This is an optimization exercise on Yosys and OpenROAD, whose aim is a short achievable clock period and few clock cycles per item, not a production implementation. The RTL was checked by simulation tests, not by an equivalence proof against the original design. Power is estimated from default activity; no workload was simulated.

## v41
// pipelineCpu
module pipelineCpu (
	input  logic           CLK,
	input  logic           RST,
	output cpuPkg::wordT   imemAddr,
	input  cpuPkg::wordT   imemData,
	output cpuPkg::wordT   dmemAddr,
	output cpuPkg::wordT   dmemWData,
	output logic           dmemRead,
	output logic           dmemWrite,
	input  cpuPkg::wordT   dmemRData,
	output logic           wbValid,
	output cpuPkg::regIdxT wbReg,
	output cpuPkg::wordT   wbData
);
Size: about 3400 cells after synthesis, roughly 100 I/O pins, ~27000 µm² of cells after synthesis.
Settings: LEC_CHECK=0, CAP_MARGIN=20, CORE_MARGIN=2, CORE_UTILIZATION=50, SETUP_SLACK_MARGIN=4.2, SLEW_MARGIN=20; clock period 6.2 ns.
standard.sh (not shown) runs the stock make flow with config.mk's settings and CLKGATE_MAP_FILE= SYNTH_SCRIPT=/design/flow/synth_recipe.tcl, a recipe that flattens the netlist after the stock synthesis.
==> flow/flow/run.sh <==
#!/bin/bash
# Standard layout, except that the combinational logic of the standard synthesis is
# mapped again by ABC with a delay-driven script before floorplanning. The standard
# synthesis's registers (cells and instance names) are kept as they are.
set -euo pipefail
W=$(pwd)
F=$W/flow
R=$W/orfs/results/$FLOW_PLATFORM/pipelineCpu/base
LIB=$FLOW_HOME/platforms/$FLOW_PLATFORM/lib/sky130_fd_sc_hd__tt_025C_1v80.lib
YOSYS=$(command -v yosys || true)
if [[ -z "$YOSYS" ]]; then YOSYS=$FLOW_HOME/../tools/install/yosys/bin/yosys; fi

# 1. the standard synthesis
bash standard.sh synth > $W/log_1_synth.txt 2>&1
cp $R/1_2_yosys.v $W/standard_synth.v

# 2. map the combinational logic again; registers stay as instances
SEQ=$(tr '\n' ' ' < $F/seqcells.txt)
DU=$(cat $F/dontuse.txt $F/resyn_avoid.txt | sed "s/^/-dont_use /" | tr "\n" " ")
printf 'set_driving_cell sky130_fd_sc_hd__buf_1\nset_load 5\n' > $W/resyn.constr
cat > $W/resyn.ys <<EOY
read_liberty -ignore_miss_func $LIB
setattr -mod -set keep_hierarchy 1 $SEQ
read_verilog $W/standard_synth.v
hierarchy -top $FLOW_TOP
flatten
opt_clean -purge
abc -script $F/resyn.abc -liberty $LIB $DU -constr $W/resyn.constr
opt_clean -purge
hilomap -singleton -hicell sky130_fd_sc_hd__conb_1 HI -locell sky130_fd_sc_hd__conb_1 LO
insbuf -buf sky130_fd_sc_hd__buf_4 A X
rename -hide w:*.*
opt_clean -purge
select $FLOW_TOP
write_verilog -noattr -nohex -nodec -selected $W/resyn.v
EOY
if ! $YOSYS -l $W/log_2_resynth.txt -q $W/resyn.ys > /dev/null 2>&1; then
  # a simpler script if the first one fails on this netlist
  sed "s#$F/resyn.abc#$F/resyn_safe.abc#" $W/resyn.ys > $W/resyn_safe.ys
  $YOSYS -l $W/log_2_resynth_safe.txt -q $W/resyn_safe.ys > /dev/null 2>&1
fi

# the registers must be the standard synthesis's, instance for instance
regs() { grep -E '^ *sky130_fd_sc_hd__[a-z0-9_]+ ' "$1" | awk '{print $1, $2}' | grep -F -w -f $F/seqcells.txt | sort; }
if ! diff <(regs $W/standard_synth.v) <(regs $W/resyn.v) > $W/log_regdiff.txt; then
  echo "registers differ after remapping" >&2
  exit 1
fi
cp $W/resyn.v $R/1_2_yosys.v
touch $R/1_2_yosys.v

# 3. the rest of the standard layout
bash standard.sh > $W/log_3_layout.txt 2>&1
test -f $W/out/final.def
Other scripts of this flow, unchanged in this note and not shown: flow/flow/dontuse.txt, flow/flow/resyn.abc, flow/flow/resyn_avoid.txt, flow/flow/resyn_safe.abc, flow/flow/seqcells.txt
Testbench counts of v41, summed over its fixed seeds: cycles 10,451, instrs 10,210.
Relative to v41, the following input files were edited for v35:
-- flow/config.mk --
<<< v41, line 11
export SETUP_SLACK_MARGIN = 4.2
>>> v35, line 11
export SETUP_SLACK_MARGIN = 3.8
==> summary.txt <==
In v35 the clock network fraction of design power turned out 2.7 points higher than in v41.
Delta (v35 minus v41): post-route standard cell area excluding fillers has decreased, design internal power has decreased.
Between v41 and v35, maximum fanout count along the critical path decreased.
Per the comparison of v35 with v41, routed wire length lower; final critical-path share of the clock period lower; number of buffers created by CTS lower; cell count lower; total power lower.
Relative to v35, the following input files were edited for v14:
-- flow/config.mk --
<<< v35, line 10
export CORE_UTILIZATION = 50
export SETUP_SLACK_MARGIN = 3.8
>>> v14, line 10
export CORE_UTILIZATION = 40
export SETUP_SLACK_MARGIN = 4.2
==> comparison <==
Cmp v14 and v35 / proportion of final cell area spent on non-clock buffers / higher: v14
Switching power share of the total in v14 is 0.58 points higher than in v35
Diff v35 -> v14: relative slew slack closely matched the old numbers; largest stage delay on the critical path decreased by 30 ps relative to the old numbers.
The timing startpoint of the critical path comes out pcOutN[10] in one run and pcOutN[4] in the other, namely in v35 and v14 respectively.
Against v35, the final cell area of v14 is higher.
v35 has a lower area of combinational cells with multiple inputs than v14.
Edits applied to the flow inputs when going from v14 to v40:
-- flow/config.mk --
<<< v14, line 10
export CORE_UTILIZATION = 40
>>> v40, line 10
export CORE_UTILIZATION = 60
Findings:
- Compared with v14, v40 degrades worst-case setup slack after placement.
- Number of instances in the placed design sits lower in v40 than in v14.
- As far as cell area after synthesis is concerned, v14 and v40 perform about the same.
- v14 completed end to end with timing, DRC and antenna clean.
- v40: it failed during global routing, and the tool reported GRT-0232.

## re-timing with driven ports
The results above use ideal ports. As a check the final layouts listed here were re-extracted and re-timed, cells and wires unchanged. Step 1 (the two cells are an assumption about what drives the block):
set clk [get_ports {CLK}]
set_driving_cell -lib_cell sky130_fd_sc_hd__clkbuf_16 $clk
set_driving_cell -lib_cell sky130_fd_sc_hd__buf_2 [delete_from_list [all_inputs] $clk]
Step 2, shift: input delay + t, output delay - t, t = (earliest + latest rising clock arrival at the registers) / 2. This alone moves slack from input paths to output paths. Three values: ideal ports, drivers, drivers and shift; two values: the first two.
| run | t, ns | setup WS [ns] | worst hold slack (ns) | worst slew at a driven data input, ns |
|---|---|---|---|---|
| v41 | 0.702 | 3.583 / 3.550 / 3.045 | 0.325 / 0.325 / 0.325 | 0.08 |
| v35 | 0.696 | 3.600 / 3.539 / 3.025 | 0.324 / 0.324 / 0.324 | 0.07 |
| v14 | 0.701 | 3.610 / 3.544 / 2.965 | 0.324 / 0.324 / 0.324 | 0.08 |
After both steps setup and hold are still met in every run listed. The setup slack of v14, which loses most, moves by -0.066 ns with the drivers and by -0.645 ns with both steps.
